Background: an optimization exercise with open tools, aiming at small area, a short achievable clock period and few clock cycles per item. Do not read the settings as production practice.
In this exercise RTL edits were held to simulation tests only and were not proved equivalent to the original.

===== design/flow/config.mk =====
export PLATFORM = sky130hd
export DESIGN_NAME = tensor_polynomial_basis_eval_top
export DESIGN_NICKNAME = tensor_polynomial_basis_eval_top
export VERILOG_FILES = /design/flow/design.v
export SDC_FILE = /design/flow/constraint.sdc
export NUM_CORES = 4
export LEC_CHECK = 0
export CAP_MARGIN = 20
export CORE_MARGIN = 2
export CORE_UTILIZATION = 55
export SETUP_SLACK_MARGIN = 5
export SLEW_MARGIN = 20
export TNS_END_PERCENT = 100

===== design/flow/constraint.sdc =====
create_clock -name core_clock -period 12.0 [get_ports {clk_i}]
set_input_delay 2.4000 -clock core_clock [delete_from_list [all_inputs] [get_ports {clk_i}]]
set_output_delay 2.4000 -clock core_clock [all_outputs]
set_load 0.01 [all_outputs]

===== design/flow/design.v =====
package tpbe_pkg;
  localparam int unsigned CMD_W      = 2;
  localparam int unsigned COORD_W    = 16;
  localparam int unsigned VALUE_W    = 18;
  localparam int unsigned TERM_W     = 4;
  localparam int unsigned ORDER_W    = 2;
  localparam int unsigned CFG_IDX_W  = 1;
  localparam int unsigned CFG_DATA_W = 2;
endpackage
module tensor_polynomial_basis_eval_top (
  input  logic                                clk_i,
  input  logic                                rst_ni,
  input  logic                                item_valid_i,
  output logic                                item_ready_o,
  input  logic [tpbe_pkg::CMD_W-1:0]          item_command_i,
  input  logic signed [tpbe_pkg::COORD_W-1:0] item_coord_a_i,
  input  logic signed [tpbe_pkg::COORD_W-1:0] item_coord_b_i,
  output logic                                result_valid_o,
  input  logic                                result_ready_i,
  output logic signed [tpbe_pkg::VALUE_W-1:0] result_value_o,
  output logic [tpbe_pkg::TERM_W-1:0]         result_term_index_o,
  output logic                                result_last_o,
  output logic                                result_bad_setting_o,
  input  logic                                cfg_we_i,
  input  logic [tpbe_pkg::CFG_IDX_W-1:0]      cfg_idx_i,
  input  logic [tpbe_pkg::CFG_DATA_W-1:0]     cfg_wdata_i
);
  localparam int unsigned MAC_ROWS = 2;   
  localparam logic [2:0] OP_B2 = 3'd0;   
  localparam logic [2:0] OP_D3 = 3'd1;   
  localparam logic [2:0] OP_T  = 3'd2;   
  localparam logic [2:0] OP_LO = 3'd3;   
  localparam logic [2:0] OP_HI = 3'd4;   
  localparam logic [2:0] OP_L0 = 3'd5;   
  localparam logic [2:0] OP_L1 = 3'd6;   
  localparam logic [2:0] OP_L2 = 3'd7;   
  function automatic logic [23:0] booth(input logic [15:0] b);
    logic bm, b0, b1;
    for (int k = 0; k < 8; k++) begin
      bm = (k == 0) ? 1'b0 : b[2*k-1];
      b0 = b[2*k];
      b1 = b[2*k+1];
      booth[3*k]   = b0 ^ bm;
      booth[3*k+1] = (b1 & !b0 & !bm) | (!b1 & b0 & bm);
      booth[3*k+2] = b1 & !(b0 & bm);
    end
  endfunction
  function automatic logic signed [15:0] clamp(input logic signed [15:0] x);
    if (x > 16'sd16384)       clamp = 16'sd16384;
    else if (x < -16'sd16384) clamp = -16'sd16384;
    else                      clamp = x;
  endfunction
  function automatic logic [4:0] op_at(input logic lag, input logic [1:0] p, input logic dm,
                                       input logic [3:0] st);
    op_at = '0;
    if (!lag && p == 2'd2) begin
      case (st)
        4'd0: op_at = {2'b10, OP_B2};
        4'd1: if (!dm) op_at = {2'b11, OP_B2};
        default: ;
      endcase
    end else if (!lag && p == 2'd3) begin
      case (st)
        4'd0: op_at = {2'b10, OP_T};
        4'd1: op_at = dm ? {2'b11, OP_D3} : {2'b11, OP_T};
        4'd2: op_at = {2'b10, OP_LO};
        4'd3: op_at = dm ? {2'b10, OP_HI} : {2'b11, OP_LO};
        4'd4: op_at = dm ? {2'b10, OP_B2} : {2'b10, OP_HI};
        4'd5: if (!dm) op_at = {2'b11, OP_HI};
        4'd6: if (!dm) op_at = {2'b10, OP_B2};
        4'd7: if (!dm) op_at = {2'b11, OP_B2};
        default: ;
      endcase
    end else if (lag && p == 2'd2) begin
      case (st)
        4'd0: op_at = {2'b10, OP_L0};
        4'd1: op_at = {2'b10, OP_L1};
        4'd2: op_at = {2'b10, OP_L2};
        4'd3: if (!dm) op_at = {2'b11, OP_L0};
        4'd4: if (!dm) op_at = {2'b11, OP_L1};
        4'd5: if (!dm) op_at = {2'b11, OP_L2};
        default: ;
      endcase
    end
  endfunction
  logic       kind_q;
  logic [1:0] ord_q;
  logic       bad_q;    
  always_ff @(posedge clk_i or negedge rst_ni) begin
    if (!rst_ni) begin
      kind_q <= 1'b0;
      ord_q  <= 2'd1;
      bad_q  <= 1'b0;
    end else if (cfg_we_i) begin
      if (cfg_idx_i[0]) begin
        ord_q <= cfg_wdata_i;
        bad_q <= kind_q && (cfg_wdata_i[1] == cfg_wdata_i[0]);
      end else begin
        kind_q <= cfg_wdata_i[0];
        bad_q  <= cfg_wdata_i[0] && (ord_q[1] == ord_q[0]);
      end
    end
  end
  logic lag, bad;
  assign lag = kind_q;
  assign bad = kind_q && (ord_q[1] == ord_q[0]);
  logic               fv_q;
  logic [1:0]         fcmd_q;
  logic signed [15:0] za_q, zb_q;
  logic [3:0]         fstep_q;
  logic [4:0]         fop_q;     
  logic signed [15:0] fx0_q, fx1_q, fy0_q, fy1_q;
  logic signed [17:0] fx2_q, fy2_q;
  logic signed [17:0] th_c;
  logic signed [14:0] tlo_c, tlo_s0;
  assign th_c   = op_a ? fy2_q : fx2_q;
  assign tlo_c  = op_a ? fy1_q[14:0] : fx1_q[14:0];
  assign tlo_s0 = s0_opa_q ? fy1_q[14:0] : fx1_q[14:0];
  logic               bv_q;
  logic [1:0]         bcmd_q;
  logic [1:0]         bi_q, bj_q;
  logic               blast_q;   
  logic signed [15:0] bx0_q, bx1_q, bx2_q, by0_q;
  logic signed [16:0] by1_q;
  logic signed [17:0] by2_q;
  logic               s0_bv_q, s0_triv_q, s0_last_q;
  logic signed [17:0] s0_tval_q;
  logic               s0_opv_q, s0_opa_q, s0_neg_q;
  logic [2:0]         s0_opt_q;
  logic signed [18:0] s0_a_q;
  logic [23:0]        s0_be_q;   
  logic [18:0]        s0_an_q;
  logic [23:0]        s0_ben_q;
  logic               s1_bv_q, s1_triv_q, s1_last_q;
  logic signed [17:0] s1_tval_q;
  logic               s1_opv_q, s1_opa_q;
  logic [2:0]         s1_opt_q;
  logic [MAC_ROWS-1:0][32:0] s1_row_q;
  logic               ov_q, olast_q, onew_q;
  logic signed [17:0] oval_q;
  logic [3:0]         ok_q;
  logic               sv_q, slast_q;
  logic signed [17:0] sval_q;
  logic adv;
  assign adv = !sv_q;
  logic [4:0]  cur_op;
  logic        op_v, op_a, dep_wait, op_go, fdone;
  logic [2:0]  op_t;
  logic        fdm;
  assign fdm    = (fcmd_q != 2'd0);
  assign cur_op = fop_q;
  assign op_v   = fv_q && cur_op[4];
  assign op_a   = cur_op[3];
  assign op_t   = cur_op[2:0];
  assign dep_wait = (op_t == OP_LO || op_t == OP_HI) &&
                    ((s0_opv_q && s0_opa_q == op_a && (s0_opt_q == OP_T || s0_opt_q == OP_LO)) ||
                     (s1_opv_q && s1_opa_q == op_a && (s1_opt_q == OP_T || s1_opt_q == OP_LO)));
  assign fdone  = fv_q && !cur_op[4] && !s0_opv_q && !s1_opv_q;
  logic signed [15:0] oz;
  logic signed [18:0] zz, ad_p1, ad_p2, ad_sum;
  logic               ad_ci;
  logic [9:0] adm_q, adm_d;
  logic signed [15:0] oz_q, oz_d;    
  function automatic logic [9:0] ad_mode(input logic [4:0] op, input logic lag);
    ad_mode = '0;
    if (!op[4]) begin
      ad_mode = lag ? 10'b0000_00001_1 : 10'b1000_10000_0;    
    end else begin
      case (op[2:0])
        OP_B2:   ad_mode = 10'b1000_10000_0;
        OP_T:    ad_mode = 10'b0100_10000_0;
        OP_D3:   ad_mode = 10'b0010_01000_1;
        OP_L0:   ad_mode = 10'b0001_00100_0;
        OP_L2:   ad_mode = 10'b0001_00010_0;
        OP_L1:   ad_mode = 10'b0000_01000_1;
        default: ad_mode = '0;
      endcase
    end
  endfunction
  assign oz = oz_q;
  assign zz = 19'(oz);
  always_comb begin
    ad_p1 = ({19{adm_q[9]}} & (zz <<< 1)) | ({19{adm_q[8]}} & (zz <<< 2)) |
            ({19{adm_q[7]}} & (zz <<< 4)) | ({19{adm_q[6]}} & zz);
    ad_p2 = ({19{adm_q[5]}} & zz) | ({19{adm_q[4]}} & ~zz) |
            ({19{adm_q[3]}} & -19'sd16384) | ({19{adm_q[2]}} & 19'sd16384) |
            ({19{adm_q[1]}} & ~(zz <<< 1));
    ad_ci = adm_q[0];
  end
  assign ad_sum = ad_p1 + ad_p2 + 19'(ad_ci);
  logic signed [18:0] op_av;
  logic               op_neg;
  logic               zabs_lt9460, zabs_lt7328;
  assign zabs_lt9460 = (oz < 16'sd9460) && (oz > -16'sd9460);
  assign zabs_lt7328 = (oz < 16'sd7328) && (oz > -16'sd7328);
  always_comb begin
    op_av  = ad_sum;
    op_neg = 1'b0;
    case (op_t)
      OP_B2: op_neg = zabs_lt9460;
      OP_D3: op_neg = zabs_lt7328;
      OP_LO: begin op_av = 19'($signed({1'b0, tlo_c[12:0]})); op_neg = oz[15] ^ th_c[17]; end
      OP_HI: op_av = 19'(th_c);
      OP_L0: op_neg = (oz > 16'sd0) && (oz < 16'sd16384);
      OP_L2: op_neg = (oz < 16'sd0) && (oz > -16'sd16384);
      default: ;
    endcase
  end
  logic       bdm, bswap, b_last, xconst, yc16k;
  logic [1:0] xn, yn, xs, ys;
  logic signed [15:0] xv;
  logic signed [17:0] yv, tval;
  logic       triv, b_mac;
  assign bdm    = (bcmd_q != 2'd0);
  assign bswap  = (bcmd_q == 2'd2);
  assign xn     = bswap ? bj_q : bi_q;
  assign yn     = bswap ? bi_q : bj_q;
  assign b_last = blast_q;
  assign xs     = lag ? xn : xn - 2'd1;
  assign ys     = lag ? yn : yn - 2'd1;
  assign xconst = !lag && (xn == 2'd0);
  assign yc16k  = !lag && (bdm ? (yn == 2'd1) : (yn == 2'd0));
  always_comb begin
    case (xs)
      2'd0:    xv = bx0_q;
      2'd1:    xv = bx1_q;
      default: xv = bx2_q;
    endcase
    if (xconst) xv = 16'sd16384;
    case (ys)
      2'd0:    yv = 18'(by0_q);
      2'd1:    yv = 18'(by1_q);
      default: yv = by2_q;
    endcase
    if (yc16k) yv = 18'sd16384;
    else if (!lag && yn == 2'd0) yv = 18'sd0;
  end
  assign triv = bad || xconst || yc16k || (!lag && yn == 2'd0);
  assign tval = bad ? 18'sd0 : xconst ? yv : yc16k ? 18'(xv) : 18'sd0;
  assign b_mac = bv_q && !triv;
  logic op_prio, b_go;
  assign op_prio = lag || (bi_q == ord_q);
  assign op_go   = op_v && !dep_wait && (!b_mac || op_prio);
  assign b_go    = bv_q && !(b_mac && op_go);
  logic xfer;
  assign xfer = fdone && (!bv_q || b_last);
  logic       rdy_q, rdy_d, accept;
  logic       fv_d, bv_d, blast_d, s0_opv_d, s1_opv_d, sv_d;
  logic [4:0] fop_acc, fop_nxt, fop_d;
  assign item_ready_o = rdy_q;
  assign accept       = item_valid_i && rdy_q;
  assign fop_acc      = op_at(lag, ord_q, item_command_i != 2'd0, 4'd0);
  assign fop_nxt      = op_at(lag, ord_q, fdm, fstep_q + 4'd1);
  always_comb begin
    fv_d = fv_q;
    if (accept)           fv_d = (item_command_i != 2'd3);
    else if (xfer && adv) fv_d = 1'b0;
    fop_d = fop_q;
    if (rdy_q)            fop_d = fop_acc;
    else if (adv && op_go) fop_d = fop_nxt;
    bv_d     = bv_q;
    blast_d  = blast_q;
    s0_opv_d = s0_opv_q;
    s1_opv_d = s1_opv_q;
    if (adv) begin
      if (xfer)                bv_d = 1'b1;
      else if (b_go && b_last) bv_d = 1'b0;
      if (xfer)                blast_d = (ord_q == 2'd0);
      else if (b_go)           blast_d = (bj_q != ord_q) && (bi_q == ord_q) && (bj_q + 2'd1 == ord_q);
      s0_opv_d = op_go;
      s1_opv_d = s0_opv_q;
    end
    if (sv_q)                           sv_d = !result_ready_i;
    else if (!ov_q || result_ready_i)   sv_d = 1'b0;
    else                                sv_d = s1_bv_q;
    adm_d = ad_mode(fop_d, lag);
    if (rdy_q)              oz_d = clamp(item_coord_b_i);
    else if (adv && op_go)  oz_d = (fop_nxt[4] && !fop_nxt[3]) ? zb_q : za_q;
    else                    oz_d = oz_q;
    rdy_d = !fv_d || (!fop_d[4] && !s0_opv_d && !s1_opv_d && (!bv_d || blast_d) && !sv_d);
  end
  function automatic logic signed [15:0] lag1_b0(input logic signed [15:0] z);
    lag1_b0 = 16'sd8192 - (z >>> 1);
  endfunction
  function automatic logic signed [15:0] lag1_b1(input logic signed [15:0] z);
    lag1_b1 = 16'sd8192 + (z >>> 1) + $signed({15'd0, z[0]});
  endfunction
  logic signed [15:0] nbx0, nbx1, nbx2, nby0;
  logic signed [16:0] nby1;
  logic signed [17:0] nby2;
  always_comb begin
    nbx0 = fx0_q;
    nbx1 = fx1_q;
    nbx2 = fx2_q[15:0];
    nby0 = fy0_q;
    nby1 = 17'(fy1_q);
    nby2 = fy2_q;
    if (!lag) begin
      nbx0 = zb_q;
      nby0 = za_q;
      if (fdm) nby1 = ad_sum[16:0];
    end else if (ord_q == 2'd1) begin
      nbx0 = lag1_b0(zb_q);
      nbx1 = lag1_b1(zb_q);
      nby0 = fdm ? -16'sd8192 : lag1_b0(za_q);
      nby1 = fdm ? 17'sd8192 : 17'(lag1_b1(za_q));
    end else if (fdm) begin
      nby0 = za_q - 16'sd8192;
      nby1 = ad_sum[16:0];
      nby2 = 18'(za_q) + 18'sd8192;
    end
  end
  logic signed [32:0] mac_c, mac_r;
  logic signed [32:0] negc, hic;
  assign negc = {32'd0, s0_neg_q};
  assign hic  = {17'd0, ~tlo_s0[14], tlo_s0[14], tlo_s0[13:0]};    
  always_comb begin
    if (!s0_opv_q) begin
      mac_c = 33'sd8192 - negc;
    end else begin
      case (s0_opt_q)
        OP_B2:   mac_c = -33'sd268435456 + 33'sd16384 - negc;
        OP_D3:   mac_c = -33'sd805306368 + 33'sd16384 - negc;
        OP_T:    mac_c = -33'sd805306368;
        OP_LO:   mac_c = 33'sd0 - negc;
        OP_HI:   mac_c = hic;
        OP_L1:   mac_c = 33'sd268435456 + 33'sd8192;
        default: mac_c = 33'sd16384 - negc;
      endcase
    end
  end
  logic [MAC_ROWS-1:0][32:0] mac_row;
  logic [32:0] pp0;
  assign pp0 = {1'b0, 1'b0, 1'b0, 1'b0, 1'b0, 1'b0, 1'b0, 1'b0, 1'b0, 1'b0, 1'b0, 1'b0, 1'b0, ~(((~s0_ben_q[0] | ~s0_ben_q[1]) & s0_a_q[18]) ^ ~s0_ben_q[2]), (((~s0_ben_q[0] & s0_a_q[18]) | (~s0_ben_q[1] & s0_a_q[17])) ^ ~s0_ben_q[2]), (((~s0_ben_q[0] & s0_a_q[17]) | (~s0_ben_q[1] & s0_a_q[16])) ^ ~s0_ben_q[2]), (((~s0_ben_q[0] & s0_a_q[16]) | (~s0_ben_q[1] & s0_a_q[15])) ^ ~s0_ben_q[2]), (((~s0_ben_q[0] & s0_a_q[15]) | (~s0_ben_q[1] & s0_a_q[14])) ^ ~s0_ben_q[2]), (((~s0_ben_q[0] & s0_a_q[14]) | (~s0_ben_q[1] & s0_a_q[13])) ^ ~s0_ben_q[2]), (((~s0_ben_q[0] & s0_a_q[13]) | (~s0_ben_q[1] & s0_a_q[12])) ^ ~s0_ben_q[2]), (((~s0_ben_q[0] & s0_a_q[12]) | (~s0_ben_q[1] & s0_a_q[11])) ^ ~s0_ben_q[2]), (((~s0_ben_q[0] & s0_a_q[11]) | (~s0_ben_q[1] & s0_a_q[10])) ^ ~s0_ben_q[2]), (((~s0_ben_q[0] & s0_a_q[10]) | (~s0_ben_q[1] & s0_a_q[9])) ^ ~s0_ben_q[2]), (((s0_be_q[0] & s0_a_q[9]) | (s0_be_q[1] & s0_a_q[8])) ^ s0_be_q[2]), (((s0_be_q[0] & s0_a_q[8]) | (s0_be_q[1] & s0_a_q[7])) ^ s0_be_q[2]), (((s0_be_q[0] & s0_a_q[7]) | (s0_be_q[1] & s0_a_q[6])) ^ s0_be_q[2]), (((s0_be_q[0] & s0_a_q[6]) | (s0_be_q[1] & s0_a_q[5])) ^ s0_be_q[2]), (((s0_be_q[0] & s0_a_q[5]) | (s0_be_q[1] & s0_a_q[4])) ^ s0_be_q[2]), (((s0_be_q[0] & s0_a_q[4]) | (s0_be_q[1] & s0_a_q[3])) ^ s0_be_q[2]), (((s0_be_q[0] & s0_a_q[3]) | (s0_be_q[1] & s0_a_q[2])) ^ s0_be_q[2]), (((s0_be_q[0] & s0_a_q[2]) | (s0_be_q[1] & s0_a_q[1])) ^ s0_be_q[2]), (((s0_be_q[0] & s0_a_q[1]) | (s0_be_q[1] & s0_a_q[0])) ^ s0_be_q[2]), ((s0_be_q[0] & s0_a_q[0]) ^ s0_be_q[2])};
  logic [32:0] pp1;
  assign pp1 = {1'b0, 1'b0, 1'b0, 1'b0, 1'b0, 1'b0, 1'b0, 1'b0, 1'b0, 1'b0, 1'b0, ~(((~s0_ben_q[3] | ~s0_ben_q[4]) & s0_a_q[18]) ^ ~s0_ben_q[5]), (((~s0_ben_q[3] & s0_a_q[18]) | (~s0_ben_q[4] & s0_a_q[17])) ^ ~s0_ben_q[5]), (((~s0_ben_q[3] & s0_a_q[17]) | (~s0_ben_q[4] & s0_a_q[16])) ^ ~s0_ben_q[5]), (((~s0_ben_q[3] & s0_a_q[16]) | (~s0_ben_q[4] & s0_a_q[15])) ^ ~s0_ben_q[5]), (((~s0_ben_q[3] & s0_a_q[15]) | (~s0_ben_q[4] & s0_a_q[14])) ^ ~s0_ben_q[5]), (((~s0_ben_q[3] & s0_a_q[14]) | (~s0_ben_q[4] & s0_a_q[13])) ^ ~s0_ben_q[5]), (((~s0_ben_q[3] & s0_a_q[13]) | (~s0_ben_q[4] & s0_a_q[12])) ^ ~s0_ben_q[5]), (((~s0_ben_q[3] & s0_a_q[12]) | (~s0_ben_q[4] & s0_a_q[11])) ^ ~s0_ben_q[5]), (((~s0_ben_q[3] & s0_a_q[11]) | (~s0_ben_q[4] & s0_a_q[10])) ^ ~s0_ben_q[5]), (((~s0_ben_q[3] & s0_a_q[10]) | (~s0_ben_q[4] & s0_a_q[9])) ^ ~s0_ben_q[5]), (((s0_be_q[3] & s0_a_q[9]) | (s0_be_q[4] & s0_a_q[8])) ^ s0_be_q[5]), (((s0_be_q[3] & s0_a_q[8]) | (s0_be_q[4] & s0_a_q[7])) ^ s0_be_q[5]), (((s0_be_q[3] & s0_a_q[7]) | (s0_be_q[4] & s0_a_q[6])) ^ s0_be_q[5]), (((s0_be_q[3] & s0_a_q[6]) | (s0_be_q[4] & s0_a_q[5])) ^ s0_be_q[5]), (((s0_be_q[3] & s0_a_q[5]) | (s0_be_q[4] & s0_a_q[4])) ^ s0_be_q[5]), (((s0_be_q[3] & s0_a_q[4]) | (s0_be_q[4] & s0_a_q[3])) ^ s0_be_q[5]), (((s0_be_q[3] & s0_a_q[3]) | (s0_be_q[4] & s0_a_q[2])) ^ s0_be_q[5]), (((s0_be_q[3] & s0_a_q[2]) | (s0_be_q[4] & s0_a_q[1])) ^ s0_be_q[5]), (((s0_be_q[3] & s0_a_q[1]) | (s0_be_q[4] & s0_a_q[0])) ^ s0_be_q[5]), ((s0_be_q[3] & s0_a_q[0]) ^ s0_be_q[5]), 1'b0, s0_be_q[2]};
  logic [32:0] pp2;
  assign pp2 = {1'b0, 1'b0, 1'b0, 1'b0, 1'b0, 1'b0, 1'b0, 1'b0, 1'b0, ~(((~s0_ben_q[6] | ~s0_ben_q[7]) & s0_a_q[18]) ^ ~s0_ben_q[8]), (((~s0_ben_q[6] & s0_a_q[18]) | (~s0_ben_q[7] & s0_a_q[17])) ^ ~s0_ben_q[8]), (((~s0_ben_q[6] & s0_a_q[17]) | (~s0_ben_q[7] & s0_a_q[16])) ^ ~s0_ben_q[8]), (((~s0_ben_q[6] & s0_a_q[16]) | (~s0_ben_q[7] & s0_a_q[15])) ^ ~s0_ben_q[8]), (((~s0_ben_q[6] & s0_a_q[15]) | (~s0_ben_q[7] & s0_a_q[14])) ^ ~s0_ben_q[8]), (((~s0_ben_q[6] & s0_a_q[14]) | (~s0_ben_q[7] & s0_a_q[13])) ^ ~s0_ben_q[8]), (((~s0_ben_q[6] & s0_a_q[13]) | (~s0_ben_q[7] & s0_a_q[12])) ^ ~s0_ben_q[8]), (((~s0_ben_q[6] & s0_a_q[12]) | (~s0_ben_q[7] & s0_a_q[11])) ^ ~s0_ben_q[8]), (((~s0_ben_q[6] & s0_a_q[11]) | (~s0_ben_q[7] & s0_a_q[10])) ^ ~s0_ben_q[8]), (((~s0_ben_q[6] & s0_a_q[10]) | (~s0_ben_q[7] & s0_a_q[9])) ^ ~s0_ben_q[8]), (((s0_be_q[6] & s0_a_q[9]) | (s0_be_q[7] & s0_a_q[8])) ^ s0_be_q[8]), (((s0_be_q[6] & s0_a_q[8]) | (s0_be_q[7] & s0_a_q[7])) ^ s0_be_q[8]), (((s0_be_q[6] & s0_a_q[7]) | (s0_be_q[7] & s0_a_q[6])) ^ s0_be_q[8]), (((s0_be_q[6] & s0_a_q[6]) | (s0_be_q[7] & s0_a_q[5])) ^ s0_be_q[8]), (((s0_be_q[6] & s0_a_q[5]) | (s0_be_q[7] & s0_a_q[4])) ^ s0_be_q[8]), (((s0_be_q[6] & s0_a_q[4]) | (s0_be_q[7] & s0_a_q[3])) ^ s0_be_q[8]), (((s0_be_q[6] & s0_a_q[3]) | (s0_be_q[7] & s0_a_q[2])) ^ s0_be_q[8]), (((s0_be_q[6] & s0_a_q[2]) | (s0_be_q[7] & s0_a_q[1])) ^ s0_be_q[8]), (((s0_be_q[6] & s0_a_q[1]) | (s0_be_q[7] & s0_a_q[0])) ^ s0_be_q[8]), ((s0_be_q[6] & s0_a_q[0]) ^ s0_be_q[8]), 1'b0, s0_be_q[5], 1'b0, 1'b0};
  logic [32:0] pp3;
  assign pp3 = {1'b0, 1'b0, 1'b0, 1'b0, 1'b0, 1'b0, 1'b0, ~(((~s0_ben_q[9] | ~s0_ben_q[10]) & s0_a_q[18]) ^ ~s0_ben_q[11]), (((~s0_ben_q[9] & s0_a_q[18]) | (~s0_ben_q[10] & s0_a_q[17])) ^ ~s0_ben_q[11]), (((~s0_ben_q[9] & s0_a_q[17]) | (~s0_ben_q[10] & s0_a_q[16])) ^ ~s0_ben_q[11]), (((~s0_ben_q[9] & s0_a_q[16]) | (~s0_ben_q[10] & s0_a_q[15])) ^ ~s0_ben_q[11]), (((~s0_ben_q[9] & s0_a_q[15]) | (~s0_ben_q[10] & s0_a_q[14])) ^ ~s0_ben_q[11]), (((~s0_ben_q[9] & s0_a_q[14]) | (~s0_ben_q[10] & s0_a_q[13])) ^ ~s0_ben_q[11]), (((~s0_ben_q[9] & s0_a_q[13]) | (~s0_ben_q[10] & s0_a_q[12])) ^ ~s0_ben_q[11]), (((~s0_ben_q[9] & s0_a_q[12]) | (~s0_ben_q[10] & s0_a_q[11])) ^ ~s0_ben_q[11]), (((~s0_ben_q[9] & s0_a_q[11]) | (~s0_ben_q[10] & s0_a_q[10])) ^ ~s0_ben_q[11]), (((~s0_ben_q[9] & s0_a_q[10]) | (~s0_ben_q[10] & s0_a_q[9])) ^ ~s0_ben_q[11]), (((s0_be_q[9] & s0_a_q[9]) | (s0_be_q[10] & s0_a_q[8])) ^ s0_be_q[11]), (((s0_be_q[9] & s0_a_q[8]) | (s0_be_q[10] & s0_a_q[7])) ^ s0_be_q[11]), (((s0_be_q[9] & s0_a_q[7]) | (s0_be_q[10] & s0_a_q[6])) ^ s0_be_q[11]), (((s0_be_q[9] & s0_a_q[6]) | (s0_be_q[10] & s0_a_q[5])) ^ s0_be_q[11]), (((s0_be_q[9] & s0_a_q[5]) | (s0_be_q[10] & s0_a_q[4])) ^ s0_be_q[11]), (((s0_be_q[9] & s0_a_q[4]) | (s0_be_q[10] & s0_a_q[3])) ^ s0_be_q[11]), (((s0_be_q[9] & s0_a_q[3]) | (s0_be_q[10] & s0_a_q[2])) ^ s0_be_q[11]), (((s0_be_q[9] & s0_a_q[2]) | (s0_be_q[10] & s0_a_q[1])) ^ s0_be_q[11]), (((s0_be_q[9] & s0_a_q[1]) | (s0_be_q[10] & s0_a_q[0])) ^ s0_be_q[11]), ((s0_be_q[9] & s0_a_q[0]) ^ s0_be_q[11]), 1'b0, s0_be_q[8], 1'b0, 1'b0, 1'b0, 1'b0};
  logic [32:0] pp4;
  assign pp4 = {1'b0, 1'b0, 1'b0, 1'b0, 1'b0, ~(((~s0_ben_q[12] | ~s0_ben_q[13]) & ~s0_an_q[18]) ^ ~s0_ben_q[14]), (((~s0_ben_q[12] & ~s0_an_q[18]) | (~s0_ben_q[13] & ~s0_an_q[17])) ^ ~s0_ben_q[14]), (((~s0_ben_q[12] & ~s0_an_q[17]) | (~s0_ben_q[13] & ~s0_an_q[16])) ^ ~s0_ben_q[14]), (((~s0_ben_q[12] & ~s0_an_q[16]) | (~s0_ben_q[13] & ~s0_an_q[15])) ^ ~s0_ben_q[14]), (((~s0_ben_q[12] & ~s0_an_q[15]) | (~s0_ben_q[13] & ~s0_an_q[14])) ^ ~s0_ben_q[14]), (((~s0_ben_q[12] & ~s0_an_q[14]) | (~s0_ben_q[13] & ~s0_an_q[13])) ^ ~s0_ben_q[14]), (((~s0_ben_q[12] & ~s0_an_q[13]) | (~s0_ben_q[13] & ~s0_an_q[12])) ^ ~s0_ben_q[14]), (((~s0_ben_q[12] & ~s0_an_q[12]) | (~s0_ben_q[13] & ~s0_an_q[11])) ^ ~s0_ben_q[14]), (((~s0_ben_q[12] & ~s0_an_q[11]) | (~s0_ben_q[13] & ~s0_an_q[10])) ^ ~s0_ben_q[14]), (((~s0_ben_q[12] & ~s0_an_q[10]) | (~s0_ben_q[13] & ~s0_an_q[9])) ^ ~s0_ben_q[14]), (((s0_be_q[12] & ~s0_an_q[9]) | (s0_be_q[13] & ~s0_an_q[8])) ^ s0_be_q[14]), (((s0_be_q[12] & ~s0_an_q[8]) | (s0_be_q[13] & ~s0_an_q[7])) ^ s0_be_q[14]), (((s0_be_q[12] & ~s0_an_q[7]) | (s0_be_q[13] & ~s0_an_q[6])) ^ s0_be_q[14]), (((s0_be_q[12] & ~s0_an_q[6]) | (s0_be_q[13] & ~s0_an_q[5])) ^ s0_be_q[14]), (((s0_be_q[12] & ~s0_an_q[5]) | (s0_be_q[13] & ~s0_an_q[4])) ^ s0_be_q[14]), (((s0_be_q[12] & ~s0_an_q[4]) | (s0_be_q[13] & ~s0_an_q[3])) ^ s0_be_q[14]), (((s0_be_q[12] & ~s0_an_q[3]) | (s0_be_q[13] & ~s0_an_q[2])) ^ s0_be_q[14]), (((s0_be_q[12] & ~s0_an_q[2]) | (s0_be_q[13] & ~s0_an_q[1])) ^ s0_be_q[14]), (((s0_be_q[12] & ~s0_an_q[1]) | (s0_be_q[13] & ~s0_an_q[0])) ^ s0_be_q[14]), ((s0_be_q[12] & ~s0_an_q[0]) ^ s0_be_q[14]), 1'b0, s0_be_q[11], 1'b0, 1'b0, 1'b0, 1'b0, 1'b0, 1'b0};
  logic [32:0] pp5;
  assign pp5 = {1'b0, 1'b0, 1'b0, ~(((~s0_ben_q[15] | ~s0_ben_q[16]) & ~s0_an_q[18]) ^ ~s0_ben_q[17]), (((~s0_ben_q[15] & ~s0_an_q[18]) | (~s0_ben_q[16] & ~s0_an_q[17])) ^ ~s0_ben_q[17]), (((~s0_ben_q[15] & ~s0_an_q[17]) | (~s0_ben_q[16] & ~s0_an_q[16])) ^ ~s0_ben_q[17]), (((~s0_ben_q[15] & ~s0_an_q[16]) | (~s0_ben_q[16] & ~s0_an_q[15])) ^ ~s0_ben_q[17]), (((~s0_ben_q[15] & ~s0_an_q[15]) | (~s0_ben_q[16] & ~s0_an_q[14])) ^ ~s0_ben_q[17]), (((~s0_ben_q[15] & ~s0_an_q[14]) | (~s0_ben_q[16] & ~s0_an_q[13])) ^ ~s0_ben_q[17]), (((~s0_ben_q[15] & ~s0_an_q[13]) | (~s0_ben_q[16] & ~s0_an_q[12])) ^ ~s0_ben_q[17]), (((~s0_ben_q[15] & ~s0_an_q[12]) | (~s0_ben_q[16] & ~s0_an_q[11])) ^ ~s0_ben_q[17]), (((~s0_ben_q[15] & ~s0_an_q[11]) | (~s0_ben_q[16] & ~s0_an_q[10])) ^ ~s0_ben_q[17]), (((~s0_ben_q[15] & ~s0_an_q[10]) | (~s0_ben_q[16] & ~s0_an_q[9])) ^ ~s0_ben_q[17]), (((s0_be_q[15] & ~s0_an_q[9]) | (s0_be_q[16] & ~s0_an_q[8])) ^ s0_be_q[17]), (((s0_be_q[15] & ~s0_an_q[8]) | (s0_be_q[16] & ~s0_an_q[7])) ^ s0_be_q[17]), (((s0_be_q[15] & ~s0_an_q[7]) | (s0_be_q[16] & ~s0_an_q[6])) ^ s0_be_q[17]), (((s0_be_q[15] & ~s0_an_q[6]) | (s0_be_q[16] & ~s0_an_q[5])) ^ s0_be_q[17]), (((s0_be_q[15] & ~s0_an_q[5]) | (s0_be_q[16] & ~s0_an_q[4])) ^ s0_be_q[17]), (((s0_be_q[15] & ~s0_an_q[4]) | (s0_be_q[16] & ~s0_an_q[3])) ^ s0_be_q[17]), (((s0_be_q[15] & ~s0_an_q[3]) | (s0_be_q[16] & ~s0_an_q[2])) ^ s0_be_q[17]), (((s0_be_q[15] & ~s0_an_q[2]) | (s0_be_q[16] & ~s0_an_q[1])) ^ s0_be_q[17]), (((s0_be_q[15] & ~s0_an_q[1]) | (s0_be_q[16] & ~s0_an_q[0])) ^ s0_be_q[17]), ((s0_be_q[15] & ~s0_an_q[0]) ^ s0_be_q[17]), 1'b0, s0_be_q[14], 1'b0, 1'b0, 1'b0, 1'b0, 1'b0, 1'b0, 1'b0, 1'b0};
  logic [32:0] pp6;
  assign pp6 = {1'b0, ~(((~s0_ben_q[18] | ~s0_ben_q[19]) & ~s0_an_q[18]) ^ ~s0_ben_q[20]), (((~s0_ben_q[18] & ~s0_an_q[18]) | (~s0_ben_q[19] & ~s0_an_q[17])) ^ ~s0_ben_q[20]), (((~s0_ben_q[18] & ~s0_an_q[17]) | (~s0_ben_q[19] & ~s0_an_q[16])) ^ ~s0_ben_q[20]), (((~s0_ben_q[18] & ~s0_an_q[16]) | (~s0_ben_q[19] & ~s0_an_q[15])) ^ ~s0_ben_q[20]), (((~s0_ben_q[18] & ~s0_an_q[15]) | (~s0_ben_q[19] & ~s0_an_q[14])) ^ ~s0_ben_q[20]), (((~s0_ben_q[18] & ~s0_an_q[14]) | (~s0_ben_q[19] & ~s0_an_q[13])) ^ ~s0_ben_q[20]), (((~s0_ben_q[18] & ~s0_an_q[13]) | (~s0_ben_q[19] & ~s0_an_q[12])) ^ ~s0_ben_q[20]), (((~s0_ben_q[18] & ~s0_an_q[12]) | (~s0_ben_q[19] & ~s0_an_q[11])) ^ ~s0_ben_q[20]), (((~s0_ben_q[18] & ~s0_an_q[11]) | (~s0_ben_q[19] & ~s0_an_q[10])) ^ ~s0_ben_q[20]), (((~s0_ben_q[18] & ~s0_an_q[10]) | (~s0_ben_q[19] & ~s0_an_q[9])) ^ ~s0_ben_q[20]), (((s0_be_q[18] & ~s0_an_q[9]) | (s0_be_q[19] & ~s0_an_q[8])) ^ s0_be_q[20]), (((s0_be_q[18] & ~s0_an_q[8]) | (s0_be_q[19] & ~s0_an_q[7])) ^ s0_be_q[20]), (((s0_be_q[18] & ~s0_an_q[7]) | (s0_be_q[19] & ~s0_an_q[6])) ^ s0_be_q[20]), (((s0_be_q[18] & ~s0_an_q[6]) | (s0_be_q[19] & ~s0_an_q[5])) ^ s0_be_q[20]), (((s0_be_q[18] & ~s0_an_q[5]) | (s0_be_q[19] & ~s0_an_q[4])) ^ s0_be_q[20]), (((s0_be_q[18] & ~s0_an_q[4]) | (s0_be_q[19] & ~s0_an_q[3])) ^ s0_be_q[20]), (((s0_be_q[18] & ~s0_an_q[3]) | (s0_be_q[19] & ~s0_an_q[2])) ^ s0_be_q[20]), (((s0_be_q[18] & ~s0_an_q[2]) | (s0_be_q[19] & ~s0_an_q[1])) ^ s0_be_q[20]), (((s0_be_q[18] & ~s0_an_q[1]) | (s0_be_q[19] & ~s0_an_q[0])) ^ s0_be_q[20]), ((s0_be_q[18] & ~s0_an_q[0]) ^ s0_be_q[20]), 1'b0, s0_be_q[17], 1'b0, 1'b0, 1'b0, 1'b0, 1'b0, 1'b0, 1'b0, 1'b0, 1'b0, 1'b0};
  logic [32:0] pp7;
  assign pp7 = {(((~s0_ben_q[21] & ~s0_an_q[18]) | (~s0_ben_q[22] & ~s0_an_q[17])) ^ ~s0_ben_q[23]), (((~s0_ben_q[21] & ~s0_an_q[17]) | (~s0_ben_q[22] & ~s0_an_q[16])) ^ ~s0_ben_q[23]), (((~s0_ben_q[21] & ~s0_an_q[16]) | (~s0_ben_q[22] & ~s0_an_q[15])) ^ ~s0_ben_q[23]), (((~s0_ben_q[21] & ~s0_an_q[15]) | (~s0_ben_q[22] & ~s0_an_q[14])) ^ ~s0_ben_q[23]), (((~s0_ben_q[21] & ~s0_an_q[14]) | (~s0_ben_q[22] & ~s0_an_q[13])) ^ ~s0_ben_q[23]), (((~s0_ben_q[21] & ~s0_an_q[13]) | (~s0_ben_q[22] & ~s0_an_q[12])) ^ ~s0_ben_q[23]), (((~s0_ben_q[21] & ~s0_an_q[12]) | (~s0_ben_q[22] & ~s0_an_q[11])) ^ ~s0_ben_q[23]), (((~s0_ben_q[21] & ~s0_an_q[11]) | (~s0_ben_q[22] & ~s0_an_q[10])) ^ ~s0_ben_q[23]), (((~s0_ben_q[21] & ~s0_an_q[10]) | (~s0_ben_q[22] & ~s0_an_q[9])) ^ ~s0_ben_q[23]), (((s0_be_q[21] & ~s0_an_q[9]) | (s0_be_q[22] & ~s0_an_q[8])) ^ s0_be_q[23]), (((s0_be_q[21] & ~s0_an_q[8]) | (s0_be_q[22] & ~s0_an_q[7])) ^ s0_be_q[23]), (((s0_be_q[21] & ~s0_an_q[7]) | (s0_be_q[22] & ~s0_an_q[6])) ^ s0_be_q[23]), (((s0_be_q[21] & ~s0_an_q[6]) | (s0_be_q[22] & ~s0_an_q[5])) ^ s0_be_q[23]), (((s0_be_q[21] & ~s0_an_q[5]) | (s0_be_q[22] & ~s0_an_q[4])) ^ s0_be_q[23]), (((s0_be_q[21] & ~s0_an_q[4]) | (s0_be_q[22] & ~s0_an_q[3])) ^ s0_be_q[23]), (((s0_be_q[21] & ~s0_an_q[3]) | (s0_be_q[22] & ~s0_an_q[2])) ^ s0_be_q[23]), (((s0_be_q[21] & ~s0_an_q[2]) | (s0_be_q[22] & ~s0_an_q[1])) ^ s0_be_q[23]), (((s0_be_q[21] & ~s0_an_q[1]) | (s0_be_q[22] & ~s0_an_q[0])) ^ s0_be_q[23]), ((s0_be_q[21] & ~s0_an_q[0]) ^ s0_be_q[23]), 1'b0, s0_be_q[20], 1'b0, 1'b0, 1'b0, 1'b0, 1'b0, 1'b0, 1'b0, 1'b0, 1'b0, 1'b0, 1'b0, 1'b0};
  logic [32:0] krow;
  assign krow = 33'd5726797824 | {18'd0, s0_be_q[23], 14'd0};
  logic [32:0] cs0_0s, cs0_0c, cs0_0m;
  assign cs0_0s = pp0 ^ pp1 ^ pp2;
  assign cs0_0m = (pp0 & pp1) | (pp0 & pp2) | (pp1 & pp2);
  assign cs0_0c = {cs0_0m[31:0], 1'b0};
  logic [32:0] cs0_1s, cs0_1c, cs0_1m;
  assign cs0_1s = pp3 ^ pp4 ^ pp5;
  assign cs0_1m = (pp3 & pp4) | (pp3 & pp5) | (pp4 & pp5);
  assign cs0_1c = {cs0_1m[31:0], 1'b0};
  logic [32:0] cs0_2s, cs0_2c, cs0_2m;
  assign cs0_2s = pp6 ^ pp7 ^ krow;
  assign cs0_2m = (pp6 & pp7) | (pp6 & krow) | (pp7 & krow);
  assign cs0_2c = {cs0_2m[31:0], 1'b0};
  logic [32:0] cs1_0s, cs1_0c, cs1_0m;
  assign cs1_0s = cs0_0s ^ cs0_0c ^ cs0_1s;
  assign cs1_0m = (cs0_0s & cs0_0c) | (cs0_0s & cs0_1s) | (cs0_0c & cs0_1s);
  assign cs1_0c = {cs1_0m[31:0], 1'b0};
  logic [32:0] cs1_1s, cs1_1c, cs1_1m;
  assign cs1_1s = cs0_1c ^ cs0_2s ^ cs0_2c;
  assign cs1_1m = (cs0_1c & cs0_2s) | (cs0_1c & cs0_2c) | (cs0_2s & cs0_2c);
  assign cs1_1c = {cs1_1m[31:0], 1'b0};
  logic [32:0] cs2_0s, cs2_0c, cs2_0m;
  assign cs2_0s = cs1_0s ^ cs1_0c ^ cs1_1s;
  assign cs2_0m = (cs1_0s & cs1_0c) | (cs1_0s & cs1_1s) | (cs1_0c & cs1_1s);
  assign cs2_0c = {cs2_0m[31:0], 1'b0};
  logic [32:0] cs3_0s, cs3_0c, cs3_0m;
  assign cs3_0s = cs2_0s ^ cs2_0c ^ cs1_1c;
  assign cs3_0m = (cs2_0s & cs2_0c) | (cs2_0s & cs1_1c) | (cs2_0c & cs1_1c);
  assign cs3_0c = {cs3_0m[31:0], 1'b0};
  logic [32:0] cs4_0s, cs4_0c, cs4_0m;
  assign cs4_0s = cs3_0s ^ cs3_0c ^ mac_c;
  assign cs4_0m = (cs3_0s & cs3_0c) | (cs3_0s & mac_c) | (cs3_0c & mac_c);
  assign cs4_0c = {cs4_0m[31:0], 1'b0};
  assign mac_row[0] = cs4_0s;
  assign mac_row[1] = cs4_0c;
  always_comb begin
    mac_r = '0;
    for (int r = 0; r < MAC_ROWS; r++) mac_r = mac_r + s1_row_q[r];
  end
  logic signed [17:0] wb;
  logic signed [15:0] wb_lo;
  logic               wb_s0, wb_s1, wb_s2;
  always_comb begin
    case (s1_opt_q)
      OP_L1:   wb = 18'($signed(mac_r[29:14]));
      OP_HI:   wb = 18'($signed(mac_r[31:16]));
      OP_D3:   wb = mac_r[32:15];
      OP_T:    wb = mac_r[30:13];
      OP_LO:   wb = 18'($signed(mac_r[27:13]));
      default: wb = 18'($signed(mac_r[30:15]));    
    endcase
    wb_lo = (s1_opt_q == OP_T) ? {3'b000, mac_r[12:0]} : wb[15:0];
    wb_s0 = (s1_opt_q == OP_L0);
    wb_s1 = (s1_opt_q == OP_B2) || (s1_opt_q == OP_L1) || (s1_opt_q == OP_LO) || (s1_opt_q == OP_T);
    wb_s2 = (s1_opt_q == OP_HI) || (s1_opt_q == OP_L2) || (s1_opt_q == OP_T) || (s1_opt_q == OP_D3);
  end
  logic signed [17:0] beat_val;
  assign beat_val = s1_triv_q ? s1_tval_q : mac_r[31:14];
  always_ff @(posedge clk_i or negedge rst_ni) begin
    if (!rst_ni) begin
      fv_q     <= 1'b0;
      rdy_q    <= 1'b1;
      bv_q     <= 1'b0;
      s0_bv_q  <= 1'b0;
      s0_opv_q <= 1'b0;
      s1_bv_q  <= 1'b0;
      s1_opv_q <= 1'b0;
      ov_q     <= 1'b0;
      onew_q   <= 1'b1;
      sv_q     <= 1'b0;
    end else begin
      fv_q  <= fv_d;
      rdy_q <= rdy_d;
      if (adv) begin
        if (xfer)             bv_q <= 1'b1;
        else if (b_go && b_last) bv_q <= 1'b0;
        s0_bv_q  <= b_go;
        s0_opv_q <= op_go;
        s1_bv_q  <= s0_bv_q;
        s1_opv_q <= s0_opv_q;
      end
      if (sv_q) begin
        if (result_ready_i) begin
          ov_q <= 1'b1;
          onew_q <= slast_q;
          sv_q <= 1'b0;
        end
      end else if (!ov_q || result_ready_i) begin
        ov_q <= s1_bv_q;
        if (s1_bv_q) onew_q <= s1_last_q;
      end else begin
        sv_q <= s1_bv_q;
      end
    end
  end
  always_ff @(posedge clk_i) begin
    if (rdy_q) begin
      fcmd_q  <= item_command_i;
      za_q    <= clamp(item_coord_a_i);
      zb_q    <= clamp(item_coord_b_i);
      fstep_q <= '0;
    end else if (adv && op_go) begin
      fstep_q <= fstep_q + 4'd1;
    end
    fop_q   <= fop_d;
    adm_q   <= adm_d;
    oz_q    <= oz_d;
    blast_q <= blast_d;
    if (adv) begin
      if (xfer) begin
        bcmd_q <= fcmd_q;
        bi_q   <= '0;
        bj_q   <= '0;
        bx0_q  <= nbx0;
        bx1_q  <= nbx1;
        bx2_q  <= nbx2;
        by0_q  <= nby0;
        by1_q  <= nby1;
        by2_q  <= nby2;
      end else if (b_go) begin
        if (bj_q == ord_q) begin
          bj_q <= '0;
          bi_q <= bi_q + 2'd1;
        end else begin
          bj_q <= bj_q + 2'd1;
        end
      end
      s0_triv_q <= triv;
      s0_tval_q <= tval;
      s0_last_q <= b_last;
      s0_opa_q  <= op_a;
      s0_opt_q  <= op_t;
      if (b_mac && !op_go) begin
        s0_a_q   <= 19'(yv);
        s0_be_q  <= booth(xv);
        s0_ben_q <= ~booth(xv);
        s0_an_q  <= ~{yv[17], yv};
        s0_neg_q <= xv[15] ^ yv[17];
      end else begin
        s0_a_q   <= op_av;
        s0_be_q  <= booth(oz);
        s0_ben_q <= ~booth(oz);
        s0_an_q  <= ~op_av;
        s0_neg_q <= op_neg;
      end
      s1_triv_q <= s0_triv_q;
      s1_tval_q <= s0_tval_q;
      s1_last_q <= s0_last_q;
      s1_opa_q  <= s0_opa_q;
      s1_opt_q  <= s0_opt_q;
      s1_row_q  <= mac_row;
      if (s1_opv_q) begin
        if (wb_s0) begin
          if (s1_opa_q) fy0_q <= wb[15:0]; else fx0_q <= wb[15:0];
        end
        if (wb_s1) begin
          if (s1_opa_q) fy1_q <= wb_lo; else fx1_q <= wb_lo;
        end
        if (wb_s2) begin
          if (s1_opa_q) fy2_q <= wb; else fx2_q <= wb;
        end
      end
    end
    if (sv_q) begin
      if (result_ready_i) begin
        oval_q  <= sval_q;
        ok_q    <= onew_q ? 4'd0 : ok_q + 4'd1;
        olast_q <= slast_q;
      end
    end else if (!ov_q || result_ready_i) begin
      oval_q  <= beat_val;
      if (s1_bv_q) ok_q <= onew_q ? 4'd0 : ok_q + 4'd1;
      olast_q <= s1_last_q;
    end else begin
      sval_q  <= beat_val;
      slast_q <= s1_last_q;
    end
  end
  assign result_valid_o       = ov_q;
  assign result_value_o       = oval_q;
  assign result_term_index_o  = ok_q;
  assign result_last_o        = olast_q;
  assign result_bad_setting_o = bad_q;
endmodule

===== design/flow/run.sh =====
#!/bin/bash
# synth_recipe.tcl (not shown) runs the flow's synth.tcl, then flattens the netlist and writes it again
# the make line also repeats each setting of config.mk as NAME=value (left out here)
make -C /OpenROAD-flow-scripts/flow DESIGN_CONFIG=/design/flow/config.mk WORK_HOME=/design/flow/orfs CLKGATE_MAP_FILE= SYNTH_SCRIPT=/design/flow/synth_recipe.tcl finish

==> results_dict.tcl, run 1 <==
set metrics [dict create \
    place_area_um2 36500 \
    path_class "flip-flop to output pin" \
    grt_start_max_net_pins 112 \
    syn_inst 3340 \
    slowest_stage "clkdlybuf4s50_1" \
    cts_buffers 57 \
    drt-initial-drc-count 3661 \
    rsz0062_at_grt "false" \
    arrival_ps 2510 \
    multi_input_area_um2 17800 \
    slew_viol_final 0 \
    maxCapViolCount 0 \
    area_growth_pct 9.18 \
    gp_congestion 0.953 \
    worst_pin_slew_ps 1170 \
    htreeDepth 2 \
    drive_above_1_share_pct 7.54 \
    drtPass1Iterations 8 \
    fmax_mhz 203 \
    hpwlAfterDp_um 84400 \
    final_cell_mix "498 x edfxtp_1, 263 x nand2_1, 244 x inv_1" \
    ys_seq_area_share_pct 44.4 \
    cts-resized-gates 0 \
    fillers 5262 \
    die_w_um 257 \
    grt_pass1_wl_um 165000 \
    ys_ff_latch 531 \
    rows 92 \
    synth_fp_nets 3667 \
    register_area_um2 15700 \
    dieArea_um2 66300 \
    path_cells "buf_4 -> clkdlybuf4s50_1" \
    track_usage_pct 33.2 \
    setup_viol 0 \
    tns_ps 0 \
    num_io_pins 68 \
    drc 0 \
    portBuffers 67 \
    final_cells 4162 \
    drt-vias-per-instance 6.40 \
    nets 3594 \
    placedCellCount 4053 \
    yosysWarnings 1 \
    ctsHoldBuffers 0 \
    timing.final.crit_share_pct 41.0 \
    clockBufferDepth 3 \
    synth_flop_cell "edfxtp_1" \
    wl_um 111000 \
    post-route-min-period_ps 4910 \
    hold_viol 0 \
    grt_pass1_vias 25800 \
    final_common_cell "edfxtp_1" \
    finClkSkew_ps 45.6 \
    grt_antenna_before_repair 1 \
    fp.coreArea_um2 63300 \
    synth_cell_types 97 \
    die_y_um 257 \
    postCtsSetupBuffers 0 \
    cts_root_buffer "clkbuf_16" \
    slowest_delay_ps 680 \
    postLayoutCoreUtil_pct 60.9 \
    drtAntennaViolNets 0 \
    syn_avg_cell_area_um2 10.6 \
    path_clk_slew_ps 60 \
    cp-end-kind "output pin" \
    syn_area_um2 35300 \
    async_flop_share_pct 2.64 \
    gr-total-overflow 0 \
    min_path_type "flip-flop to flip-flop" \
    initial_utilization_pct 55.8 \
    timing.hold.ws_ps 416 \
    final_area_um2 38600 \
    slew_headroom_pct 21.0 \
    worst-endpoint-required_ps 9600 \
    status "timing/DRC/antenna clean" \
    cts_num_sinks 531 \
    dr_total_vias 26700 \
    synth_edf_count 498 \
    critPathLaunchType "flip-flop" \
    cts_tree "done" \
    wl_per_cell_um 26.7 \
    clk_latency_ps 650 \
    cp_max_fo 83 \
]
metrics by stage:
step	worst slack [ps]
3_5_place_dp	7510
2_1_floorplan	6420
3_3_place_gp	7500
5_1_grt	6970
4_1_cts	7070
6_report	7090
cells in the mapped netlist, types with 17 or more instances:
cell / number / area share, %
buf_2: 17 / 0.24
dfxtp_1: 19 / 1.1
nor2_1: 202 / 2.1
fa_1: 132 / 7.5
a21oi_1: 149 / 2.1
nor2b_1: 28 / 0.50
a22oi_1: 66 / 1.4
nand2b_1: 18 / 0.32
or3_1: 24 / 0.43
nor3_1: 44 / 0.62
o22ai_1: 144 / 2.6
o211ai_1: 23 / 0.49
buf_1: 17 / 0.18
a211oi_1: 34 / 0.72
clkbuf_1: 201 / 2.1
ha_1: 153 / 5.4
a21o_1: 36 / 0.77
o21ai_0: 184 / 2.6
and2_1: 42 / 0.74
xor2_1: 114 / 2.8
a31oi_1: 25 / 0.44
o21a_1: 25 / 0.53
mux2_2: 54 / 1.7
edfxtp_1: 498 / 42
and3_1: 31 / 0.55
mux2i_1: 116 / 3.3
nand3_1: 41 / 0.58
inv_1: 245 / 2.6
xnor2_1: 152 / 3.8
nand2_1: 264 / 2.8
cell families after synthesis:
family / Yosys count / share of synthesized area (%)
simple gates: 768 / 10.2
flops: 531 / 44.4
xor+xnor: 268 / 6.72
fa+ha+maj: 285 / 12.9
mux: 177 / 5.43
buf+inv: 495 / 5.37
compound gates: 816 / 15.0
layout make-up:
class,count,share of cell area (%)
multi-input combinational,2314,46.1
tap,846,2.74
inverter,256,2.51
timing repair buffer,107,2.52
clock buffer,65,3.85
antenna,1,0.00649
sequential,531,40.7
clock inverter,42,1.55
path summary, 6_finish.rpt:
check                           cells after the start    startpoint  slack, ps           end
worst min register to register                      0  s0_tval_q[0]        420  s1_tval_q[0]
worst min-delay path                                0  s0_tval_q[0]        420  s1_tval_q[0]
max in group asynchronous                           1        rst_ni       9340        kind_q
min in group asynchronous                           1        rst_ni       2170          fv_q
worst max register to register                     13     bcmd_q[0]       7590     s0_a_q[1]
worst max-delay path                                2         rdy_q       7090  item_ready_o
registers in the layout, indices dropped and copies added (netlist names), 18 cells and up:
register,count
s0_be_q,24
s0_a_q,19
fx2_q,18
s0_ben_q,24
s1_row_q,65
sval_q,18
by2_q,18
s0_an_q,19
oval_q,18
s0_tval_q,18
s1_tval_q,18
fy2_q,18
critical path, delay by kind of cell, from the launching register on:
family | cells | cell delay [ps]
flip-flops | 1 | 510
buffers and inverters | 2 | 1280
routing by layer:
| layer | global-route usage [%] | share of wire (%) | up-vias |
|---|---|---|---|
| met3 | 5.29 | 9.1 | 248 |
| li1 | - | - | 11900 |
| met1 | 44.2 | 39 | 13100 |
| met4 | 15.4 | 5.0 | 0 |
| met5 | 0 | 0 | - |
| met2 | 53.5 | 47 | 1432 |
Testbench counts, summed over its fixed seeds: cycles 20,767, beats 18,820.
==> run 2, diff against run 1 <==
--- a/design/flow/design.v
+++ b/design/flow/design.v
@@ -245,6 +245,9 @@
   logic xfer;
   assign xfer = fdone && (!bv_q || b_last);
   logic       rdy_q, rdy_d, accept;
+  logic       xf_q;    
+  logic       ld;      
+  assign ld = !fv_q || xf_q;
   logic       fv_d, bv_d, blast_d, s0_opv_d, s1_opv_d, sv_d;
   logic [4:0] fop_acc, fop_nxt, fop_d;
   assign item_ready_o = rdy_q;
@@ -254,18 +257,18 @@
   always_comb begin
     fv_d = fv_q;
     if (accept)           fv_d = (item_command_i != 2'd3);
-    else if (xfer && adv) fv_d = 1'b0;
+    else if (xf_q)        fv_d = 1'b0;
     fop_d = fop_q;
-    if (rdy_q)            fop_d = fop_acc;
+    if (ld)               fop_d = fop_acc;
     else if (adv && op_go) fop_d = fop_nxt;
     bv_d     = bv_q;
     blast_d  = blast_q;
     s0_opv_d = s0_opv_q;
     s1_opv_d = s1_opv_q;
     if (adv) begin
-      if (xfer)                bv_d = 1'b1;
+      if (xf_q)                bv_d = 1'b1;
       else if (b_go && b_last) bv_d = 1'b0;
-      if (xfer)                blast_d = (ord_q == 2'd0);
+      if (xf_q)                blast_d = (ord_q == 2'd0);
       else if (b_go)           blast_d = (bj_q != ord_q) && (bi_q == ord_q) && (bj_q + 2'd1 == ord_q);
       s0_opv_d = op_go;
       s1_opv_d = s0_opv_q;
@@ -274,7 +277,7 @@
     else if (!ov_q || result_ready_i)   sv_d = 1'b0;
     else                                sv_d = s1_bv_q;
     adm_d = ad_mode(fop_d, lag);
-    if (rdy_q)              oz_d = clamp(item_coord_b_i);
+    if (ld)                 oz_d = clamp(item_coord_b_i);
     else if (adv && op_go)  oz_d = (fop_nxt[4] && !fop_nxt[3]) ? zb_q : za_q;
     else                    oz_d = oz_q;
     rdy_d = !fv_d || (!fop_d[4] && !s0_opv_d && !s1_opv_d && (!bv_d || blast_d) && !sv_d);
@@ -409,6 +412,7 @@
     if (!rst_ni) begin
       fv_q     <= 1'b0;
       rdy_q    <= 1'b1;
+      xf_q     <= 1'b0;
       bv_q     <= 1'b0;
       s0_bv_q  <= 1'b0;
       s0_opv_q <= 1'b0;
@@ -420,8 +424,9 @@
     end else begin
       fv_q  <= fv_d;
       rdy_q <= rdy_d;
+      xf_q  <= fv_d && rdy_d;
       if (adv) begin
-        if (xfer)             bv_q <= 1'b1;
+        if (xf_q)             bv_q <= 1'b1;
         else if (b_go && b_last) bv_q <= 1'b0;
         s0_bv_q  <= b_go;
         s0_opv_q <= op_go;
@@ -443,7 +448,7 @@
     end
   end
   always_ff @(posedge clk_i) begin
-    if (rdy_q) begin
+    if (ld) begin
       fcmd_q  <= item_command_i;
       za_q    <= clamp(item_coord_a_i);
       zb_q    <= clamp(item_coord_b_i);
@@ -456,7 +461,7 @@
     oz_q    <= oz_d;
     blast_q <= blast_d;
     if (adv) begin
-      if (xfer) begin
+      if (xf_q) begin
         bcmd_q <= fcmd_q;
         bi_q   <= '0;
         bj_q   <= '0;
==> run 2 against run 1 <==
- maximum frequency up 11%
- wire length fell by 2.1%
- sequential share of layout area rose by 0.20 points
- highest routed layer is now met5
- die area fell by 0.13%
- non-clock buffer count fell by 3
- synthesized cell count down 0.15%
- area after synthesis fell by 0.13%
- worst setup slack improved by 490 ps
- global-route usage decreased by 0.31 points
==> results_dict.tcl, run 2 <==
set metrics [dict create \
    place_ws_ps 7510 \
    ys_ff_latch 532 \
    synth_common_cells "498 x edfxtp_1, 254 x inv_1, 250 x nand2_1" \
    drc 0 \
    rows 92 \
    synthSimpleGateAreaFrac_pct 10.1 \
    postCtsSetupBuffers 0 \
    hold_path_end "s1_last_q" \
    synth_cell_types 92 \
    portBuffers 67 \
    area_growth_pct 8.96 \
    drive_above_1_share_pct 7.66 \
    clk_latency_ps 660 \
    cts_root_buffer "clkbuf_16" \
    syn_avg_cell_area_um2 10.6 \
    status "timing/DRC/antenna clean" \
    syn_inst 3335 \
    final_cells 4162 \
    worst-endpoint-required_ps 12330 \
    r2r_cells 12 \
    dieArea_um2 66200 \
    yosysWarnings 1 \
    synthTopCellsByArea "edfxtp_1 42%, fa_1 7.5%, ha_1 5.4%" \
    worst_slack_ps 7580 \
    place_area_um2 36500 \
    ctsHoldBuffers 0 \
    fmax_mhz 226 \
    maxCapViolCount 0 \
    drtAntennaViolNets 0 \
    dr_total_vias 26300 \
    setup_viol 0 \
    timing.rr.start "s1_row_q[1]" \
    grt_start_max_net_pins 99 \
    reg_top3 "s1_row_q: 65 flops, s0_be_q: 24 flops, s0_ben_q: 24 flops" \
    top_register "s1_row_q" \
    whs_path_depth 0 \
    die_w_um 257 \
    synth_top_cell_area_share_pct 42.4 \
    die_y_um 257 \
    cp_max_fo 5 \
    min_path_type "flip-flop to flip-flop" \
    async_flop_share_pct 2.82 \
    synth_top_family_by_area "compound AO/OA/AOI/OAI gates" \
    wl_per_cell_um 26.1 \
    hpwlAfterDp_um 82800 \
    tns_ps 0 \
    slew_viol_final 0 \
    cts_tree "done" \
    grt_antenna_before_repair 1 \
    largest_reg_flops 65 \
    hold_viol 0 \
    cts_num_sinks 532 \
    synth_compound_area_share_pct 14.4 \
    cts_buffers 58 \
    timing.final.crit_share_pct 36.8 \
    clockBufferDepth 3 \
    grt_pass1_wl_um 164000 \
    synth_flop_cell "edfxtp_1" \
    num_io_pins 68 \
    synth_fp_nets 3662 \
    fp.coreArea_um2 63200 \
    cp-end-kind "flip-flop" \
    path_clk_slew_ps 70 \
    htreeDepth 2 \
    syn_area_um2 35300 \
    grt_pass1_vias 25700 \
    cp-startpoint "s1_row_q[1]" \
    initial_utilization_pct 55.8 \
    drt-vias-per-instance 6.32 \
    synth_edf_count 498 \
    drtPass1Iterations 5 \
    worstHoldStart "s0_last_q" \
    regToRegSetupSlack_ps 7580 \
    track_usage_pct 32.9 \
    synth_top_area_cell "edfxtp_1" \
    placedCellCount 4050 \
    gr-total-overflow 0 \
    arrival_ps 4750 \
    synthXorXnorAreaFrac_pct 6.74 \
    nets 3592 \
    final_cell_mix "498 x edfxtp_1, 252 x inv_1, 250 x nand2_1" \
    ys_seq_area_share_pct 44.5 \
    wl_um 109000 \
    critPathLaunchType "flip-flop" \
    post-synth-top-count-cell "edfxtp_1" \
    drt-initial-drc-count 2511 \
    finClkSkew_ps 33.8 \
    slew_headroom_pct 19.1 \
    gp_congestion 0.991 \
    worst_pin_slew_ps 1210 \
    rsz0062_at_grt "false" \
    timing.rr.end "fy1_q[8]" \
    final_area_um2 38400 \
    path_class "flip-flop to flip-flop" \
    cts-resized-gates 0 \
    post-route-min-period_ps 4420 \
    final_common_cell "edfxtp_1" \
    synthMuxAreaShare_pct 6.00 \
    synthAdderAreaFrac_pct 12.9 \
]
## run 2: stage by stage
stage          hold WS (ps)  utilization [%]
6_report                418             60.8
5_1_grt                 423             60.8
4_1_cts                 419             60.8
3_5_place_dp            405             57.7
3_3_place_gp            402             57.7
2_1_floorplan           400                -
## run 2: cell families (layout without fill, tap and decap cells)
family / Yosys count / in the layout
mux: 195 / 195
buf+inv: 498 / 478
compound gates: 791 / 791
simple gates: 765 / 765
xor+xnor: 269 / 269
other cells: 0 / 1
fa+ha+maj: 285 / 285
flops: 532 / 532
## run 2: cell type report
class	count	area (um2)
clock inverter	42	415
timing repair buffer	104	952
tap	846	1060
fill	5251	24800
clock buffer	68	1530
sequential	532	15700
inverter	264	998
antenna	1	2.50
multi-input combinational	2305	17800
## run 2: critical path: stages, from the launching register on
cell and delay (ps):
edfxtp_1 340, ha_1 200, inv_1 70, fa_1 390, nand2b_1 180, a211oi_1 420
o21ba_2 270, a41o_1 330, o21ai_0 220, o21a_1 240, o311a_1 360, mux2_2 300
o311ai_0 770
## run 2: metal layers
| metal | up-vias | global-route usage [%] | part of all wire, % |
|---|---|---|---|
| met3 | 213 | 4.57 | 7.9 |
| li1 | 11800 | - | - |
| met2 | 1302 | 53.8 | 47 |
| met4 | 2 | 11.8 | 3.9 |
| met5 | - | 0 | 0.012 |
| met1 | 13000 | 44.9 | 41 |
## run 2: how the worst max path moves through the flow
stage	endpoint	cells after the start
2_1_floorplan	xf_q	4
3_3_place_gp	oz_q[0]	7
3_5_place_dp	oz_q[0]	7
4_1_cts	oval_q[11]	13
5_1_grt	s0_be_q[21]	11
6_report	fy1_q[8]	12
Testbench counts of run 2, summed over its fixed seeds: cycles 20,767, beats 18,820.
==> run 3, diff against run 2 <==
--- a/design/flow/config.mk
+++ b/design/flow/config.mk
@@ -5,9 +5,10 @@
 export SDC_FILE = /design/flow/constraint.sdc
 export NUM_CORES = 4
 export LEC_CHECK = 0
+export ABC_AREA = 1
 export CAP_MARGIN = 20
 export CORE_MARGIN = 2
-export CORE_UTILIZATION = 55
+export CORE_UTILIZATION = 60
 export SETUP_SLACK_MARGIN = 5
 export SLEW_MARGIN = 20
 export TNS_END_PERCENT = 100
==> run 3 against run 2 <==
- via count increased by 13%
- register-to-register slack lost 400 ps
- sequential share of layout area down 0.12 points
==> results_dict.tcl, run 3 <==
set metrics [dict create \
    status "timing/DRC/antenna clean" \
    synth_fp_nets 4205 \
    grt_start_max_net_pins 89 \
    grt_pass1_wl_um 177000 \
    largest_reg_flops 65 \
    cp-end-kind "flip-flop" \
    clockBufferDepth 3 \
    postCtsSetupBuffers 0 \
    slew_headroom_pct 27.5 \
    cp-startpoint "adm_q[4]" \
    slew_viol_final 0 \
    die_y_um 247 \
    grt_antenna_before_repair 3 \
    syn_avg_cell_area_um2 9.14 \
    setup_viol 0 \
    min_path_type "flip-flop to flip-flop" \
    worstHoldStart "s0_tval_q[4]" \
    wl_per_cell_um 25.6 \
    synth_common_cells "740 x nand2_1, 502 x inv_1, 498 x edfxtp_1" \
    ys_ff_latch 532 \
    rsz0062_at_grt "false" \
    wl_um 120000 \
    syn_inst 3878 \
    synth_cell_types 75 \
    synth_flop_cell "edfxtp_1" \
    area_growth_pct 8.77 \
    gr-total-overflow 0 \
    num_io_pins 68 \
    post-synth-top-count-cell "nand2_1" \
    timing.final.crit_share_pct 40.1 \
    fillers 4686 \
    arrival_ps 5130 \
    dieArea_um2 61000 \
    portBuffers 67 \
    cts_root_buffer "clkbuf_16" \
    cts_num_sinks 532 \
    drt-vias-per-instance 6.30 \
    synth_top_area_cell "edfxtp_1" \
    dr_total_vias 29600 \
    critPathLaunchType "flip-flop" \
    maxCapViolCount 0 \
    hpwlAfterDp_um 92200 \
    yosysWarnings 1 \
    initial_utilization_pct 60.4 \
    top_register "s1_row_q" \
    final_cell_mix "739 x nand2_1, 501 x inv_1, 498 x edfxtp_1" \
    fp.coreArea_um2 58700 \
    finClkSkew_ps 46.2 \
    synthTopCellsByArea "edfxtp_1 42%, nand2_1 7.8%, fa_1 7.5%" \
    nets 4203 \
    cp_max_fo 16 \
    rows 89 \
    drtAntennaViolNets 0 \
    drt-initial-drc-count 4807 \
    tns_ps 0 \
    multi_input_area_um2 17000 \
    syn_area_um2 35400 \
    timing.rr.start "adm_q[4]" \
    die_w_um 247 \
    cts_buffers 56 \
    reg_top3 "s1_row_q: 65 flops, s0_be_q: 24 flops, s0_ben_q: 24 flops" \
    cts-resized-gates 0 \
    drtPass1Iterations 7 \
    drc 0 \
    track_usage_pct 39.6 \
    htreeDepth 2 \
    fmax_mhz 208 \
]
-- run 3: logic make-up after synthesis --
group	count (synthesis)	synth area share, %
AOI/OAI and AO/OA	729	12.2
xor gates and xnor gates	217	5.40
adders and majority gates	285	12.9
buffers and inverters	704	7.70
DFF	532	44.3
muxes	6	0.169
and+or+nand+nor	1405	17.3
-- run 3: stage by stage --
stage	hold WS (ps)	cells	worst slack, ps	instance area (um2)	util (%)
after floorplan	400	3878	6100	35400	-
final	420	4700	7180	38600	65.7
after detailed placement	405	4590	7260	36600	62.4
after global placement	406	4590	7170	36600	62.4
after global routing	438	4696	6880	38500	65.7
after CTS	419	4695	7240	38500	65.7
-- run 3: layout make-up --
cell class,instances,share of cell area [%]
Antenna cell,4,0.0260
Timing Repair Buffer,95,2.29
Inverter,549,5.38
Clock inverter,34,0.899
Tap cell,773,2.51
Clock buffer,71,3.99
Multi-Input combinational cell,2642,44.1
Sequential cell,532,40.8
-- run 3: final timing paths --
path / to / slack [ps] / cells after the start
worst min register to register: s1_tval_q[4] / 420 / 0
worst max-delay path: s0_a_q[18] / 7180 / 15
worst max register to register: s0_a_q[18] / 7180 / 15
worst min-delay path: s1_tval_q[4] / 420 / 0
max in group asynchronous: kind_q / 9200 / 1
min in group asynchronous: bv_q / 2240 / 1
-- run 3: critical path: stages, from the launching register on --
cell and delay, ps:
dfxtp_1 300, inv_1 400, nor2_1 70, a2111oi_0 320, o21ai_0 300, ha_1 530
nand2_1 90, nor3_1 570, nand2_1 150, inv_1 90, nand3_1 80, o221ai_1 430
a21oi_1 120, o21ai_0 160, nand2_1 160, o21ai_0 740
-- run 3: routing by layer --
metal	part of all wire (%)	vias up	GRT usage, %
met2	44	1985	60.5
met5	0.0066	-	0
met3	11	403	8.48
li1	-	13200	-
met4	7.8	2	24.9
met1	37	14000	51.5

-- afterwards: timing with drivers on the ports --
How much do the figures lean on ideal ports? The routed layouts below were timed once more, with nothing changed but the port constraints.
Step 1 (the two cells are an assumption about what drives the block):
set clk [get_ports {clk_i}]
set_driving_cell -lib_cell sky130_fd_sc_hd__clkbuf_16 $clk
set_driving_cell -lib_cell sky130_fd_sc_hd__buf_2 [delete_from_list [all_inputs] $clk]
Step 2 times the ports against the registers' clock, not the clock port: input delays grow and output delays shrink by t, the midpoint of the rising clock arrivals with the driver on.
Three values: ideal ports, drivers, drivers and shift; two values: the first two.
| run | shift t [ns] | setup slack, ns | slew at the worst register clock pin (ns) | pins driven straight from the clock port |
|---|---|---|---|---|
| run 1 | 0.701 | 7.086 / 7.016 / 7.575 | 0.07 / 0.07 | 1 |
| run 2 | 0.703 | 7.579 / 7.579 / 7.550 | 0.07 / 0.07 | 1 |
| run 3 | 0.704 | 7.183 / 7.183 / 7.183 | 0.07 / 0.07 | 1 |
After both steps setup and hold are still met in every run listed. For run 2, which loses most, drivers alone change the setup slack by 0.000 ns; drivers and shift together by -0.029 ns.
